From an optimization exercise on the open Yosys and OpenROAD flow, aimed at small area; shortcuts taken in it are not production practice. The RTL of this run was laid out without a check of its function. In this run the design's own scripts or RTL, not TritonCTS, make the clock network. No driver is modelled on the clock port, so clock power and skew are understated where the tree is cut down; a real chip needs a root buffer or a tree. No activity file was given, so power comes from the tool's default toggle rates.

[flow/run.sh]
#!/bin/bash
# Own layout flow: the standard flow (standard.sh, all ORFS stages) with
#  - an area-oriented ABC mapping script in synthesis, and no full-adder
#    extraction before it (flip-flops are mapped before ABC runs, so the
#    registers are the standard synthesis's)
#  - sky130_fd_sc_hd__buf_1 as the port buffers
#  - a clock tree of four leaf buffers on the clock port (flow/cts_quad.tcl in
#    place of TritonCTS)
set -euo pipefail
W=$(pwd)
rm -rf "$W/flow_scripts"
cp -r "$FLOW_HOME/scripts" "$W/flow_scripts"
cp "$W/flow/abc_area.script" "$W/flow_scripts/abc_speed.script"
export BUFFER_PORTS_ARGS="-buffer_cell sky130_fd_sc_hd__buf_1"
sed -i 's|^log_cmd clock_tree_synthesis .*|source '"$W"'/flow/cts_quad.tcl|' "$W/flow_scripts/cts.tcl"
grep -q cts_quad "$W/flow_scripts/cts.tcl"
bash "$W/standard.sh" "SCRIPTS_DIR=$W/flow_scripts" "ADDER_MAP_FILE=" finish > "$W/flow_standard.log" 2>&1
[flow/abc_area.script]
strash
dc2
dch -f
amap
topo
[flow/cts_quad.tcl]
# Clock tree of four leaf buffers driven by the clock port: the flip-flops
# are split into four clusters by location (k-means), and each cluster's
# clock pins are driven by one buffer placed at its centroid.
set leaf_master sky130_fd_sc_hd__clkbuf_16
set nclus 4
set block [ord::get_db_block]
set clk_port_net [[$block findBTerm CLK] getNet]
$clk_port_net setSigType CLOCK
set its {}
set xs {}
set ys {}
foreach it [$clk_port_net getITerms] {
  set loc [[$it getInst] getLocation]
  lappend its $it
  lappend xs [lindex $loc 0]
  lappend ys [lindex $loc 1]
}
set n [llength $its]
# initial centres: spread along the sorted x order
set order [lsort -integer -indices $xs]
set cx {}
set cy {}
for {set k 0} {$k < $nclus} {incr k} {
  set i [lindex $order [expr {int(($k + 0.5) * $n / $nclus)}]]
  lappend cx [lindex $xs $i]
  lappend cy [lindex $ys $i]
}
for {set iter 0} {$iter < 20} {incr iter} {
  set asg {}
  for {set i 0} {$i < $n} {incr i} {
    set best 0
    set bd -1
    for {set k 0} {$k < $nclus} {incr k} {
      set dx [expr {[lindex $xs $i] - [lindex $cx $k]}]
      set dy [expr {[lindex $ys $i] - [lindex $cy $k]}]
      set d [expr {abs($dx) + abs($dy)}]
      if {$bd < 0 || $d < $bd} { set bd $d; set best $k }
    }
    lappend asg $best
  }
  for {set k 0} {$k < $nclus} {incr k} {
    set sx 0; set sy 0; set m 0
    for {set i 0} {$i < $n} {incr i} {
      if {[lindex $asg $i] == $k} {
        set sx [expr {$sx + [lindex $xs $i]}]
        set sy [expr {$sy + [lindex $ys $i]}]
        incr m
      }
    }
    if {$m > 0} {
      lset cx $k [expr {$sx / $m}]
      lset cy $k [expr {$sy / $m}]
    }
  }
}
set master [[ord::get_db] findMaster $leaf_master]
for {set k 0} {$k < $nclus} {incr k} {
  set m 0
  for {set i 0} {$i < $n} {incr i} { if {[lindex $asg $i] == $k} { incr m } }
  if {$m == 0} { continue }
  set buf [odb::dbInst_create $block $master clkbuf_leaf_$k]
  set net [odb::dbNet_create $block clknet_leaf_$k]
  $net setSigType CLOCK
  for {set i 0} {$i < $n} {incr i} {
    if {[lindex $asg $i] == $k} {
      set it [lindex $its $i]
      $it disconnect
      $it connect $net
    }
  }
  [$buf findITerm A] connect $clk_port_net
  [$buf findITerm X] connect $net
  $buf setLocation [lindex $cx $k] [lindex $cy $k]
  $buf setPlacementStatus PLACED
  puts "cts_quad: leaf $k drives $m clock pins"
}
[standard.sh]
#!/bin/bash
# synth_recipe.tcl (not shown) runs the flow's synth.tcl, then flattens the netlist and writes it again
# the make line also repeats each setting of config.mk as NAME=value (left out here)
make -C /OpenROAD-flow-scripts/flow DESIGN_CONFIG=/design/flow/config.mk WORK_HOME=/design/flow/orfs CLKGATE_MAP_FILE= SYNTH_SCRIPT=/design/flow/synth_recipe.tcl "${@:-finish}"
[config.mk]
export PLATFORM = sky130hd
export DESIGN_NAME = bicubic_column
export DESIGN_NICKNAME = bicubic_column
export VERILOG_FILES = /design/flow/design.v
export SDC_FILE = /design/flow/constraint.sdc
export NUM_CORES = 4
export LEC_CHECK = 0
export CAP_MARGIN = 20
export CORE_MARGIN = 2
export CORE_UTILIZATION = 40
export SLEW_MARGIN = 20
[constraint.sdc]
create_clock -name core_clock -period 11.0 [get_ports {CLK}]
set_input_delay 2.2000 -clock core_clock [delete_from_list [all_inputs] [get_ports {CLK}]]
set_output_delay 2.2000 -clock core_clock [all_outputs]
set_load 0.01 [all_outputs]
[design.v]
`default_nettype none
package scaler_pkg;
    localparam int IMG_W      = 100;
    localparam int ROW_W      = 7;    
    localparam int ADDR_W     = 14;
    localparam int TABLE_ROW  = 101;  
    localparam int RESULT_COL = 1;
    localparam int CREDITS    = 2;    
    localparam int DIV_CYCLES = 8;    
    localparam int SPAN_W     = 6;    
    typedef enum logic [1:0] {
        REQ_TABLE = 2'd0,
        REQ_WB    = 2'd1,
        REQ_FETCH = 2'd2
    } sram_req_t;
endpackage
`default_nettype wire
`default_nettype none
package cubic_pkg;
    localparam int PIX_W  = 8;
    localparam int FRAC_W = 8;    
    typedef logic [PIX_W-1:0]  pixel_t;
    typedef logic [FRAC_W-1:0] frac_t;
    function automatic [8:0] radd9(input [8:0] a, input [8:0] b, input ci);
        logic c;
        begin
            c = ci;
            for (int i = 0; i < 9; i++) begin
                radd9[i] = a[i] ^ b[i] ^ c;
                c = (a[i] & b[i]) | (c & (a[i] ^ b[i]));
            end
        end
    endfunction
    function automatic [11:0] radd12(input [11:0] a, input [11:0] b);
        logic c;
        begin
            c = 1'b0;
            for (int i = 0; i < 12; i++) begin
                radd12[i] = a[i] ^ b[i] ^ c;
                c = (a[i] & b[i]) | (c & (a[i] ^ b[i]));
            end
        end
    endfunction
endpackage
`default_nettype wire
`timescale 1ns/1ps
`default_nettype none
module bc_ring (
    input  wire       CLK,
    input  wire       clr,
    input  wire [7:0] f,
    input  wire       sC,
    input  wire       xa,       
    input  wire       cin,
    output wire       s_o       
);
    logic [7:0] q0, q1, q2;
    logic       xr;
    wire        x = sC ? xa : xr;
    wire  [8:0] sum = cubic_pkg::radd9({1'b0, q0}, x ? {1'b0, f} : 9'd0, cin);
    always_ff @(posedge CLK) begin
        q2 <= clr ? 8'd0 : sum[8:1];
        q1 <= q2;
        q0 <= q1;
        xr <= sum[0] & ~clr;
    end
    assign s_o = sum[0];
endmodule
module bc_streams (
    input  wire       CLK,
    input  wire       clr,
    input  wire       sA,
    input  wire       sC,
    input  wire       pb,       
    input  wire       p0b,      
    input  wire       in_a,
    input  wire       in_c,
    output wire       a_bit,
    output wire       b_bit,
    output wire       c_bit
);
    logic [1:0] sr;
    logic [2:0] aa;
    logic [1:0] ee;
    logic       bb, brw;
    logic [3:0] a_tab;
    logic [2:0] e_tab;
    wire ga = in_a & sC;
    wire p2 = sr[1] & ga, pm = sr[0] & ga, p0 = p0b & ga, p1 = pb & ga;
    always_comb begin
        case ({p2, pm, p0, p1})
            4'd0: a_tab = 4'd0;
            4'd1: a_tab = 4'd13;
            4'd2: a_tab = 4'd3;
            4'd3: a_tab = 4'd0;
            4'd4: a_tab = 4'd15;
            4'd5: a_tab = 4'd12;
            4'd6: a_tab = 4'd2;
            4'd7: a_tab = 4'd15;
            4'd8: a_tab = 4'd1;
            4'd9: a_tab = 4'd14;
            4'd10: a_tab = 4'd4;
            4'd11: a_tab = 4'd1;
            4'd12: a_tab = 4'd0;
            4'd13: a_tab = 4'd13;
            4'd14: a_tab = 4'd3;
            4'd15: a_tab = 4'd0;
            default: a_tab = 4'd0;
        endcase
        case ({pm, p0, p1})
            3'd0: e_tab = 3'd0;
            3'd1: e_tab = 3'd1;
            3'd2: e_tab = 3'd6;
            3'd3: e_tab = 3'd7;
            3'd4: e_tab = 3'd1;
            3'd5: e_tab = 3'd2;
            3'd6: e_tab = 3'd7;
            3'd7: e_tab = 3'd0;
            default: e_tab = 3'd0;
        endcase
    end
    wire [3:0] ta = cubic_pkg::radd9({6'd0, aa[2], aa}, {5'd0, a_tab}, 1'b0);
    wire [2:0] te = cubic_pkg::radd9({7'd0, ee[1], ee}, {6'd0, e_tab}, 1'b0);
    wire       ak = ta[0];
    wire       ek = te[0];
    wire       gc  = in_c & sA;         
    wire       cp  = sr[0] & gc;        
    wire       cm  = sr[1] & gc;        
    always_ff @(posedge CLK) begin
        sr <= {sr[0], pb};
        if (clr) begin
            aa <= 3'd0; ee <= 2'd0; bb <= 1'b0; brw <= 1'b0;
        end else begin
            brw <= (~cp & cm) | (~(cp ^ cm) & brw);
            if (sC) begin
                aa <= ta[3:1];
                ee <= te[2:1];
                bb <= (~ek & ak) | (~(ek ^ ak) & bb);
            end
        end
    end
    assign a_bit = ak;
    assign b_bit = ek ^ ak ^ bb;
    assign c_bit = cp ^ cm ^ brw;
endmodule
module bc_rem (
    input  wire       CLK,
    input  wire       RST,
    input  wire       tbl,
    input  wire       t_load,   
    input  wire [5:0] nxt,      
    input  wire       upd,      
    input  wire [5:0] sig,      
    input  wire [5:0] dd,       
    output logic [5:0] r,
    output wire       ge
);
    wire [6:0] rx   = cubic_pkg::radd9({3'd0, r}, {3'd0, (r & {6{tbl}}) | (sig & {6{upd}})}, 1'b0);
    wire [7:0] rsub = cubic_pkg::radd9({2'd0, rx}, {3'h7, ~dd}, 1'b1);
    assign ge = ~rsub[7];
    always_ff @(posedge CLK) begin
        if (RST)         r <= '0;
        else if (t_load) r <= nxt;
        else             r <= ge ? rsub[5:0] : rx[5:0];
    end
endmodule
module bc_rom (
    input  wire        CLK,
    input  wire        RST,
    input  wire [6:0]  h0,
    input  wire        ini,     
    input  wire        ini_end,
    input  wire        v0odd,
    input  wire        rows,
    input  wire        pre,
    input  wire        sA,
    input  wire        sB,
    input  wire        c23,     
    input  wire        hold,    
    input  wire        c_end,
    input  wire        wrap,
    output logic [11:0] rom_a
);
    logic [11:0] rom_k;
    always_comb begin
        rom_k = 12'd0;
        if (ini) begin
            if (!ini_end)    rom_k = 12'd50;
            else if (v0odd)  rom_k = 12'd25;
        end else if (rows) begin
            if (hold) begin
                if (c_end & ~sA & ~sB & wrap) rom_k = 12'd25;         
            end else if (sA) rom_k = pre ? 12'd25 : 12'd50;           
            else if (sB)     rom_k = 12'd25;                          
            else             rom_k = c23 ? -12'sd50 : -12'sd75;       
        end
    end
    always_ff @(posedge CLK) begin
        if (RST) rom_a <= {7'd0, h0[6:2]};
        else     rom_a <= cubic_pkg::radd12(rom_a, rom_k);
    end
endmodule
module bicubic_column (
    input  wire                           CLK,
    input  wire                           RST,
    input  wire [scaler_pkg::ROW_W-1:0]   v0_i,
    input  wire [scaler_pkg::ROW_W-1:0]   h0_i,
    input  wire [scaler_pkg::SPAN_W-1:0]  sh_i,
    input  wire [scaler_pkg::SPAN_W-1:0]  th_i,
    output logic [scaler_pkg::ADDR_W-1:0] rom_addr_o,
    input  wire cubic_pkg::pixel_t        rom_data_i,
    output logic                          sram_cen_o,
    output logic                          sram_wen_o,
    output logic [scaler_pkg::ADDR_W-1:0] sram_addr_o,
    output cubic_pkg::pixel_t             sram_wdata_o,
    input  wire cubic_pkg::pixel_t        sram_rdata_i,
    output logic                          done_o
);
    logic       ini, tbl;
    logic [5:0] j;           
    logic [5:0] c;
    logic [1:0] slot;        
    wire [5:0] sig     = cubic_pkg::radd9({3'd0, sh_i}, 9'h1ff, 1'b0);    
    wire [5:0] dd      = cubic_pkg::radd9({3'd0, th_i}, 9'h1ff, 1'b0);    
    wire       j_last  = (j == dd);
    wire       ini_end = (j == v0_i[6:1]);
    wire       sA      = ~slot[1] & ~slot[0];
    wire       sB      = slot[0];
    wire       sC      = slot[1];
    wire       pre     = (c == 6'd63);
    wire       c_end   = (c == 6'd34);
    wire       t_on    = tbl & ~ini;
    wire       t_wr    = t_on & ~c[5] & (c[2:0] == 3'd7);     
    wire       rows    = ~tbl & ~done_o;
    wire       wr_tbl  = t_wr & ~j_last;
    wire       row_end = rows & c_end & sC;
    wire       wr_row  = rows & c_end & sB;
    wire       j_clr   = (ini & ini_end) | (t_wr & j_last);
    wire       j_add   = (ini & ~ini_end) | t_wr | row_end;
    wire       c_set   = t_wr | row_end;
    wire       c_add   = t_on | (rows & sC);
    wire [5:0] j_next  = j_clr ? 6'd0 : cubic_pkg::radd9({3'd0, j}, 9'd0, j_add);
    always_ff @(posedge CLK) begin
        if (RST) begin
            ini    <= 1'b1;
            tbl    <= 1'b1;
            j      <= '0;
            c      <= 6'd63;
            slot   <= '0;
            done_o <= 1'b0;
        end else begin
            j <= j_next;
            c <= c_set ? 6'd63 : cubic_pkg::radd9({3'd0, c}, 9'd0, c_add);
            if (ini_end) ini <= 1'b0;
            if (t_wr & j_last) tbl <= 1'b0;
            if (rows) slot <= {slot[0], ~slot[0] & ~slot[1]};
            if (row_end & j_last) done_o <= 1'b1;
        end
    end
    logic [5:0] r;
    wire        ge;
    bc_rem u_rem (
        .CLK(CLK), .RST(RST), .tbl(tbl), .t_load(t_wr),
        .nxt(j_next), .upd(row_end), .sig(sig), .dd(dd), .r(r), .ge(ge)
    );
    logic [7:0] pr;              
    wire        d_win = (c >= 6'd26) & (c <= 6'd33);
    wire        in_a  = (c[5:3] == 3'd0);
    wire        late  = c[5] | (c[4] & c[3]);                     
    wire [2:0]  sel   = d_win ? {c[2] ~^ c[1], ~c[1], c[0]} : c[2:0];   
    wire        pb    = rom_data_i[sel];
    wire        a_bit, b_bit, c_bit, s_bit;
    bc_streams u_str (
        .CLK(CLK), .clr(pre), .sA(sA), .sC(sC), .pb(pb), .p0b(pr[0]),
        .in_a(in_a), .in_c((c >= 6'd17) & (c <= 6'd24)),
        .a_bit(a_bit), .b_bit(b_bit), .c_bit(c_bit)
    );
    wire ebit = (c == 6'd25) | (d_win & pb);
    wire bcin = late ? b_bit : (pr[0] & ~in_a);                   
    bc_ring u_ring (
        .CLK(CLK), .clr(pre), .f(sram_rdata_i), .sC(sC), .xa(a_bit),
        .cin(sA ? c_bit : sB ? ebit : bcin), .s_o(s_bit)
    );
    always_ff @(posedge CLK) begin
        if (tbl) begin
            if (!t_wr) pr <= {ge, pr[7:1]};   
        end else if (sC) begin
            if (!late & !pre) pr <= {b_bit, pr[7:1]};
        end else if (sB) begin
            if (pre)          pr <= rom_data_i;
            else if (d_win)   pr <= {s_bit, pr[7:1]};
        end
    end
    logic [11:0] rom_a;
    bc_rom u_rom (
        .CLK(CLK), .RST(RST), .h0(h0_i), .ini(ini), .ini_end(ini_end), .v0odd(v0_i[0]),
        .rows(rows), .pre(pre), .sA(sA), .sB(sB), .c23(c == 6'd23), .hold(late & ~pre),
        .c_end(c_end), .wrap(ge), .rom_a(rom_a)
    );
    assign rom_addr_o   = {rom_a, h0_i[1:0]};
    assign sram_cen_o   = done_o;                      
    assign sram_wen_o   = ~(wr_tbl | wr_row);
    assign sram_addr_o  = wr_row ? {1'b0, j, 7'd1} : {7'd101, 1'b0, (tbl ? j : r)};
    assign sram_wdata_o = tbl   ? {pr[0], pr[1], pr[2], pr[3], pr[4], pr[5], pr[6], pr[7]} :
                          s_bit ? {8{~pr[7]}} : pr;
endmodule
`default_nettype wire
==> out/qor.yml <==
routing:
  drt_iter0_markers: 348
  vias: 4573
  drt-total-wl_um: 11550
  drc: 0
  viasPerCell: 5.405
  wl_per_cell_um: 13.66
  first_pass_iters: 7
  ant_nets: 0
timing:
  rsz0062_at_grt: "no"
  post-route-period-util_pct: 83.96
  setup_viol: 0
  slew_headroom_pct: 37.50
  max_clock_freq_mhz: 108.3
  tightestPinTransition_ps: 927.8
  final_hold_viol_count: 0
  finalCriticalPeriod_ps: 9236
  finClkSkew_ps: 36.53
  fin_setup_tns_ps: 0
  slew_violations: 0
setup_path:
  cp-end-kind: "primary output"
  reg2reg_slack_ps: 2460
  slowest_stage: "o21ai_0"
  r2r_start: "slot[1]"
  critical_path_class: "in2out"
  arrival_ps: 7040
  path_max_fanout: 10
  cp.required_ps: 8800
  start_kind: "input port"
  timing.rr.end: "u_rom.rom_a[11]"
  slowest_delay_ps: 820
  cp_common_cell: "nor2_1"
  reg2regPathDepth: 47
pwr:
  power.density_nw_per_um2: 146.7
  pwr-share-clk_pct: 19.1
  p_leak_uw: 0.001662
  power_switching_share_pct: 33.33
  p_int_uw: 482.1
  seqPwrFrac_pct: 47.8
  share_comb_of_total_power_pct: 33.0
  ir_drop_v: 0.00007933
  switching_power_uw: 241.1
placed_design:
  place_congestion: 0.8776
  dpl.hpwl_um: 8737
  dpl_cell_area_um2: 4831
  numPortBuffers: 77
run_status:
  outcome: "no timing/DRC/antenna violations"
finish:
  nNetsFinal: 752
  n_antenna_cell: 0
  fill_cells: 1163
  syn2layout_area_growth_pct: 13.31
  utilization_pct: 45.89
  drive_gt1_share_pct: 1.416
  final_area_um2: 4931
hold_path:
  hold_path_depth: 0
  hold_path_end: "u_ring.q0[5]"
  hold_path_startpoint: "u_ring.q1[5]"
  holdCritPathClass: "reg2reg"
die:
  die_w_um: 108.3
  start_util_pct: 40.50
  coreArea_um2: 10750
  io_pins: 83
  rows: 38
  dieArea_um2: 11730
  die_y_um: 108.3
cts:
  cts_resized: 0
  cts_hold_buf: 0
  post_cts_buffers: 0
  clock_latency_ps: 170
  clk_pin_slew_ps: 110
logic_synthesis:
  syn-num-nets: 667
  yosysUniqueCellTypes: 37
  avgSynthCellArea_um2: 6.985
  synth.yosys.seq_area_share_pct: 37.26
  synthCells: 623
  synth-seq-cells: 77
  yosysWarnings: 5
  syn-cell-area_um2: 4352
global_route:
  grt_antenna_before_repair: 0
  overflow: 0
  grt_max_degree: 33
  grt_pass1_wl_um: 18890
  first_global_vias: 4046
  grt.total_usage_pct: 19.35
job:
  cap_violations: 0
[worst max-delay path by stage]
stage | startpoint | end | cells after the start
2_1_floorplan | sh_i[1] | u_rom.rom_a[11] | 45
3_3_place_gp | rom_data_i[7] | sram_wdata_o[7] | 28
3_5_place_dp | rom_data_i[6] | sram_wdata_o[7] | 28
4_1_cts | rom_data_i[7] | sram_wdata_o[7] | 28
5_1_grt | rom_data_i[7] | sram_wdata_o[5] | 28
6_report | rom_data_i[7] | sram_wdata_o[7] | 28
[layer usage]
layer	vias to the layer above	global-route usage [%]	part of all wire (%)
li1	2365	-	-
met3	14	1.748	5.0
met5	-	0	0
met4	0	2.930	1.2
met1	2069	26.52	47
met2	125	33.78	47
[cell families after synthesis]
kind of cell	share of synthesized area, %
compound gates	32.23
buf+inv	7.504
flops	37.26
other cells	0.08617
simple gates	22.92
[layout by cell type, fill, tap and decap left out, types with 6 or more instances in the layout]
cell type	instances
nor2_1	113
clkinv_1	79
buf_1	77
o21ai_0	70
dfxtp_1	69
a21oi_1	68
nand2_1	56
nor3_1	19
nor2b_1	19
a22oi_1	14
a211oi_1	11
o22ai_1	10
a31oi_1	10
o21a_1	9
edfxtp_1	8
nand3_1	6
o221ai_1	6
buf_4	6
[final cells by class]
| class | instances | area, µm² | share of cell area (%) |
|---|---|---|---|
| flip-flops and latches | 77 | 1622 | 32.89 |
| repair buffers | 83 | 334.1 | 6.775 |
| multi-input cells | 463 | 2404 | 48.74 |
| plain buffers | 4 | 100.1 | 2.030 |
| inverters | 79 | 296.5 | 6.014 |
| well taps | 140 | 175.2 | 3.552 |
[through the flow]
stage	total power (µW)	cells	hold slack (ps)	worst slack, ps
5_1_grt	771.4	846	346.7	1129
2_1_floorplan	515.8	623	309.6	2912
3_5_place_dp	588.1	842	312.1	1869
6_report	723.2	846	337.4	1764
3_3_place_gp	582.8	842	310.2	2092
4_1_cts	697.5	846	312.1	1853
[sequential cells by signal, summed over array words and instances, names as in the netlist, 2 cells and up]
signal,count
slot,2
j,6
u_str.ee,2
c,6
u_str.aa,3
u_ring.q0,8
u_ring.q1,8
u_rom.rom_a,12
u_str.sr,2
pr,8
u_ring.q2,8
u_rem.r,6
[power by group through the flow]
stage | Sequential, µW | Combinational, µW | Clock (µW)
6_report | 346 | 239 | 138
5_1_grt | 350 | 269 | 152
4_1_cts | 352 | 238 | 107
3_5_place_dp | 352 | 236 | 0
3_3_place_gp | 351 | 231 | 0
2_1_floorplan | 347 | 169 | 0
[cell usage after synthesis, drive strengths merged]
cell type / instances / area share, %
a2111oi: 3 / 0.60
a211o: 1 / 0.20
a211oi: 11 / 1.9
a21o: 3 / 0.52
a21oi: 68 / 7.8
a221o: 1 / 0.23
a221oi: 4 / 0.80
a22oi: 14 / 2.4
a311oi: 3 / 0.60
a31oi: 10 / 1.4
and2: 4 / 0.57
and3: 2 / 0.29
buf: 4 / 0.69
clkinv: 79 / 6.8
conb: 1 / 0.086
dfxtp: 69 / 32
edfxtp: 8 / 5.5
nand2: 56 / 4.8
nand2b: 2 / 0.29
nand3: 6 / 0.69
nand4: 1 / 0.14
nor2: 113 / 9.7
nor2b: 19 / 2.7
nor3: 19 / 2.2
nor4: 2 / 0.29
o211ai: 5 / 0.86
o21a: 9 / 1.6
o21ai: 70 / 8.1
o221a: 4 / 1.0
o221ai: 6 / 1.2
o22a: 3 / 0.60
o22ai: 10 / 1.4
o31a: 2 / 0.40
o31ai: 2 / 0.34
o32ai: 1 / 0.20
or2: 5 / 0.72
or3: 3 / 0.43
[critical path, delay by kind of cell]
family                 cells  cell delay, ps
AND/OR/NAND/NOR           13            1760
AO/OA/AOI/OAI             13            2780
buffers and inverters      2             300

## afterwards: timing with drivers on the ports
The flow's constraints put no driver on any port. The routed layout listed below was extracted and timed again, unchanged, in two steps. Step 1 sets driving cells, clkbuf_16 on the clock port and buf_2 on the other inputs (assumed; they add their load-dependent delay and slew). Step 2 moves the port delays by t, midway between the first and last clock arrival at a register: inputs arrive t later, outputs are due t later. That takes back most of the time a late clock gives input paths. Slacks: ideal ports / drivers / drivers and shift; pairs: ideal ports / drivers.
shift t [ns]: 0.233
slack for setup (ns): 1.764 / 1.737 / 1.737
worst setup path at the end: input to output
After both steps this run still meets setup and hold. For this run, drivers alone change the setup slack by -0.027 ns; drivers and shift together by -0.027 ns.
